Background: an optimization exercise with open tools, aiming at a short achievable clock period. Do not read the settings as production practice.

== v1 ==
==> flow/design.v <==
module branch_predictor #(
  parameter int ENTRIES = 16,
  parameter int INDEX_W = 4
) (
  input  logic        clk_i,
  input  logic        rst_i,
  input  logic [31:0] fetch_pc_i,
  output logic [31:0] next_pc_o,
  output logic        pred_taken_o,
  output logic [31:0] pred_target_o,
  input  logic        mem_stall_i,
  input  logic        upd_valid_i,
  input  logic [31:0] upd_pc_i,
  input  logic        upd_taken_i,
  input  logic [31:0] upd_target_i,
  input  logic        upd_pred_taken_i,
  input  logic [31:0] upd_pred_target_i,
  output logic        mispredict_o,
  output logic [31:0] redirect_pc_o,
  output logic [31:0] branch_cnt_o,
  output logic [31:0] mispred_cnt_o
);
  localparam int TAG_W = 30 - INDEX_W;
  typedef enum logic [1:0] {
    CTR_SN = 2'b00,
    CTR_WN = 2'b01,
    CTR_WT = 2'b10,
    CTR_ST = 2'b11
  } ctr_e;
  logic [ENTRIES-1:0]       valid_q;
  logic [ENTRIES-1:0][1:0]  ctr_q;
  logic [TAG_W-1:0]         tag_q    [ENTRIES];
  logic [31:0]              target_q [ENTRIES];
  logic [31:0] branch_cnt_q;
  logic [31:0] mispred_cnt_q;
  logic [INDEX_W-1:0] fetch_idx;
  logic [TAG_W-1:0]   fetch_tag;
  logic [ENTRIES-1:0] fetch_sv;    
  logic [ENTRIES-1:0] fetch_st;    
  logic [ENTRIES-1:0] fetch_nh;    
  logic [ENTRIES-1:0] fetch_nt;    
  logic [31:0]        fetch_tgt;
  assign fetch_idx = fetch_pc_i[INDEX_W+1:2];
  assign fetch_tag = fetch_pc_i[31:INDEX_W+2];
  logic [ENTRIES-1:0] fetch_dec;
  logic [31:0]        fetch_tgt_n;
  always_comb begin
    for (int i = 0; i < ENTRIES; i++) begin
      fetch_dec[i] = (fetch_idx == i[INDEX_W-1:0]);
      fetch_sv[i]  = fetch_dec[i] && valid_q[i];
      fetch_st[i]  = fetch_dec[i] && valid_q[i] && ctr_q[i][1];
    end
  end
  for (genvar k = 0; k < 32; k++) begin : g_tgt
    logic [7:0] u;
    logic [1:0] w;
    for (genvar p = 0; p < 8; p++) begin : g_u
      bp_a22oi u_u (.a1(fetch_dec[2*p]), .a2(target_q[2*p][k]),
                    .b1(fetch_dec[2*p+1]), .b2(target_q[2*p+1][k]), .y(u[p]));
    end
    bp_nand4 u_w0 (.a(u[0]), .b(u[1]), .c(u[2]), .d(u[3]), .y(w[0]));
    bp_nand4 u_w1 (.a(u[4]), .b(u[5]), .c(u[6]), .d(u[7]), .y(w[1]));
    bp_nor2  u_t  (.a(w[0]), .b(w[1]), .y(fetch_tgt_n[k]));
  end
  assign fetch_tgt = ~fetch_tgt_n;
  for (genvar i = 0; i < ENTRIES; i++) begin : g_cmp
    logic [TAG_W-1:0] x;
    logic [5:0]       a;
    logic [2:0]       e;
    logic             eh, et;
    for (genvar b = 0; b < TAG_W; b++) begin : g_x
      bp_xnor2 u_x (.a(fetch_tag[b]), .b(tag_q[i][b]), .y(x[b]));
    end
    for (genvar j = 0; j < 6; j++) begin : g_a
      bp_nand4 u_a (.a(x[4*j]), .b(x[4*j+1]), .c(x[4*j+2]), .d(x[4*j+3]), .y(a[j]));
    end
    for (genvar j = 0; j < 3; j++) begin : g_e
      bp_nor2 u_e (.a(a[2*j]), .b(a[2*j+1]), .y(e[j]));
    end
    bp_and3  u_eh (.a(x[24]), .b(x[25]), .c(fetch_sv[i]), .y(eh));
    bp_and3  u_et (.a(x[24]), .b(x[25]), .c(fetch_st[i]), .y(et));
    bp_nand4 u_nh (.a(e[0]), .b(e[1]), .c(e[2]), .d(eh), .y(fetch_nh[i]));
    bp_nand4 u_nt (.a(e[0]), .b(e[1]), .c(e[2]), .d(et), .y(fetch_nt[i]));
  end
  logic [3:0] hq, tq;
  logic [1:0] hr, tr;
  logic [7:0] hit_c, take_c;
  for (genvar j = 0; j < 4; j++) begin : g_q
    bp_nand4 u_hq (.a(fetch_nh[4*j]), .b(fetch_nh[4*j+1]), .c(fetch_nh[4*j+2]), .d(fetch_nh[4*j+3]), .y(hq[j]));
    bp_nand4 u_tq (.a(fetch_nt[4*j]), .b(fetch_nt[4*j+1]), .c(fetch_nt[4*j+2]), .d(fetch_nt[4*j+3]), .y(tq[j]));
  end
  for (genvar j = 0; j < 2; j++) begin : g_r
    bp_nor2 u_hr (.a(hq[2*j]), .b(hq[2*j+1]), .y(hr[j]));
    bp_nor2 u_tr (.a(tq[2*j]), .b(tq[2*j+1]), .y(tr[j]));
  end
  for (genvar c = 0; c < 8; c++) begin : g_c
    bp_nand2 u_hit  (.a(hr[0]), .b(hr[1]), .y(hit_c[c]));
    bp_nand2 u_take (.a(tr[0]), .b(tr[1]), .y(take_c[c]));
  end
  bp_nand2 u_taken (.a(tr[0]), .b(tr[1]), .y(pred_taken_o));
  logic [31:0] fetch_seq_n;
  bp_inc_n #(.W(30)) u_fetch_inc (.a_i(fetch_pc_i[31:2]), .yn_o(fetch_seq_n[31:2]));
  assign fetch_seq_n[1:0] = ~fetch_pc_i[1:0];
  for (genvar k = 0; k < 32; k++) begin : g_o
    bp_mux2i u_next (.s(take_c[k/4]), .a1(fetch_tgt_n[k]), .a0(fetch_seq_n[k]), .y(next_pc_o[k]));
    bp_and2  u_ptgt (.a(hit_c[k/4]), .b(fetch_tgt[k]), .y(pred_target_o[k]));
  end
  assign mispredict_o  = upd_valid_i &&
                         ((upd_taken_i != upd_pred_taken_i) ||
                          (upd_taken_i && (upd_target_i != upd_pred_target_i)));
  logic [31:0] upd_seq_n;
  logic [31:0] upd_target_n;
  bp_inc_n #(.W(30)) u_upd_inc (.a_i(upd_pc_i[31:2]), .yn_o(upd_seq_n[31:2]));
  assign upd_seq_n[1:0] = ~upd_pc_i[1:0];
  assign upd_target_n   = ~upd_target_i;
  for (genvar k = 0; k < 32; k++) begin : g_redirect
    bp_mux2i u_mux (.s(upd_taken_i), .a1(upd_target_n[k]), .a0(upd_seq_n[k]), .y(redirect_pc_o[k]));
  end
  logic [INDEX_W-1:0] upd_idx;
  logic [TAG_W-1:0]   upd_tag;
  logic               upd_hit;
  logic               upd_en;
  assign upd_idx = upd_pc_i[INDEX_W+1:2];
  assign upd_tag = upd_pc_i[31:INDEX_W+2];
  assign upd_hit = valid_q[upd_idx] && (tag_q[upd_idx] == upd_tag);
  assign upd_en  = upd_valid_i && !mem_stall_i;
  logic unused_pc_bits;
  assign unused_pc_bits = ^{fetch_pc_i[1:0], upd_pc_i[1:0]};
  always_ff @(posedge clk_i or posedge rst_i) begin
    if (rst_i) begin
      valid_q       <= '0;
      ctr_q         <= {ENTRIES{CTR_WN}};
      branch_cnt_q  <= '0;
      mispred_cnt_q <= '0;
    end else if (upd_en) begin
      branch_cnt_q <= branch_cnt_q + 32'd1;
      if (mispredict_o) begin
        mispred_cnt_q <= mispred_cnt_q + 32'd1;
      end
      if (upd_hit) begin
        if (upd_taken_i) begin
          if (ctr_q[upd_idx] != CTR_ST) ctr_q[upd_idx] <= ctr_q[upd_idx] + 2'd1;
        end else begin
          if (ctr_q[upd_idx] != CTR_SN) ctr_q[upd_idx] <= ctr_q[upd_idx] - 2'd1;
        end
      end else if (upd_taken_i) begin
        valid_q[upd_idx] <= 1'b1;
        ctr_q[upd_idx]   <= CTR_WT;
      end
    end
  end
  always_ff @(posedge clk_i) begin
    if (!rst_i && upd_en && upd_taken_i) begin
      target_q[upd_idx] <= upd_target_i;
      if (!upd_hit) begin
        tag_q[upd_idx] <= upd_tag;
      end
    end
  end
  assign branch_cnt_o  = branch_cnt_q;
  assign mispred_cnt_o = mispred_cnt_q;
endmodule
module bp_inc_n #(
  parameter int W = 30
) (
  input  logic [W-1:0] a_i,
  output logic [W-1:0] yn_o
);
  always_comb begin
    logic [W-1:0] p;
    p = a_i;
    for (int d = 1; d < W; d = 2 * d) begin
      for (int k = W - 1; k >= d; k--) p[k] = p[k] & p[k-d];
    end
    yn_o[0] = a_i[0];
    for (int k = 1; k < W; k++) yn_o[k] = !(a_i[k] ^ p[k-1]);
  end
endmodule
module bp_xnor2 (input logic a, input logic b, output logic y);
  assign y = !(a ^ b);
endmodule
module bp_nand2 (input logic a, input logic b, output logic y);
  assign y = !(a && b);
endmodule
module bp_nand4 (input logic a, input logic b, input logic c, input logic d, output logic y);
  assign y = !(a && b && c && d);
endmodule
module bp_and3 (input logic a, input logic b, input logic c, output logic y);
  assign y = a && b && c;
endmodule
module bp_nor2 (input logic a, input logic b, output logic y);
  assign y = !(a || b);
endmodule
module bp_nor3 (input logic a, input logic b, input logic c, output logic y);
  assign y = !(a || b || c);
endmodule
module bp_and2 (input logic a, input logic b, output logic y);
  assign y = a && b;
endmodule
module bp_a22oi (input logic a1, input logic a2, input logic b1, input logic b2, output logic y);
  assign y = !(a1 && a2 || b1 && b2);
endmodule
module bp_mux2i (input logic s, input logic a1, input logic a0, output logic y);
  assign y = !(s ? a1 : a0);
endmodule
Settings: LEC_CHECK=0, ABC_CLOCK_PERIOD_IN_PS=4000, CAP_MARGIN=20, CORE_MARGIN=2, CORE_UTILIZATION=40, SETUP_SLACK_MARGIN=2.5, SLEW_MARGIN=20, SYNTH_HIERARCHICAL=1; clock period 7.0 ns.
run.sh (not shown) runs the stock make flow with config.mk's settings and CLKGATE_MAP_FILE= SYNTH_SCRIPT=/design/flow/synth_recipe.tcl, a recipe that flattens the netlist after the stock synthesis.
Input-level comparison between v38 and v1:
Settings: SETUP_SLACK_MARGIN: 2.5 -> 2.0.
### Flow results
Between v38 and v1, the area growth from synthesis to layout is lower for v38.
The peak per-stage delay on the critical path of v38 is higher than that of v1.
When v38 is measured against v1, its setup slack turns out 0.057 ns higher.
Sort v38 and v1 by total clock buffers created by CTS, descending, and v1 comes first.
From v1 to v38, number of placement rows did not move at all.
No functional check of the RTL was part of any run of this note.

-- what the ideal ports hide --
Ports are ideal in the flow. The routed layouts listed here were re-timed in OpenROAD. Step 1 assumes that a clkbuf_16 drives the clock port and a buf_2 every other input. Step 2 times the ports against the registers' clock, not the clock port: input delays grow and output delays shrink by t, the midpoint of the rising clock arrivals with the driver on. Slacks: ideal / step 1 / step 2; pairs: ideal / step 1.
run	shift t [ns]	slack for setup (ns)	clock arrival spread, ns	worst slew at a driven data input, ns
v1	0.790	1.881 / 1.845 / 1.336	0.057 / 0.057	0.36
v38	0.766	1.938 / 1.635 / 1.063	0.071 / 0.071	0.33
After both steps every run listed still meets setup and hold. For v38, which loses most, drivers alone change the setup slack by -0.303 ns; drivers and shift together by -0.875 ns.
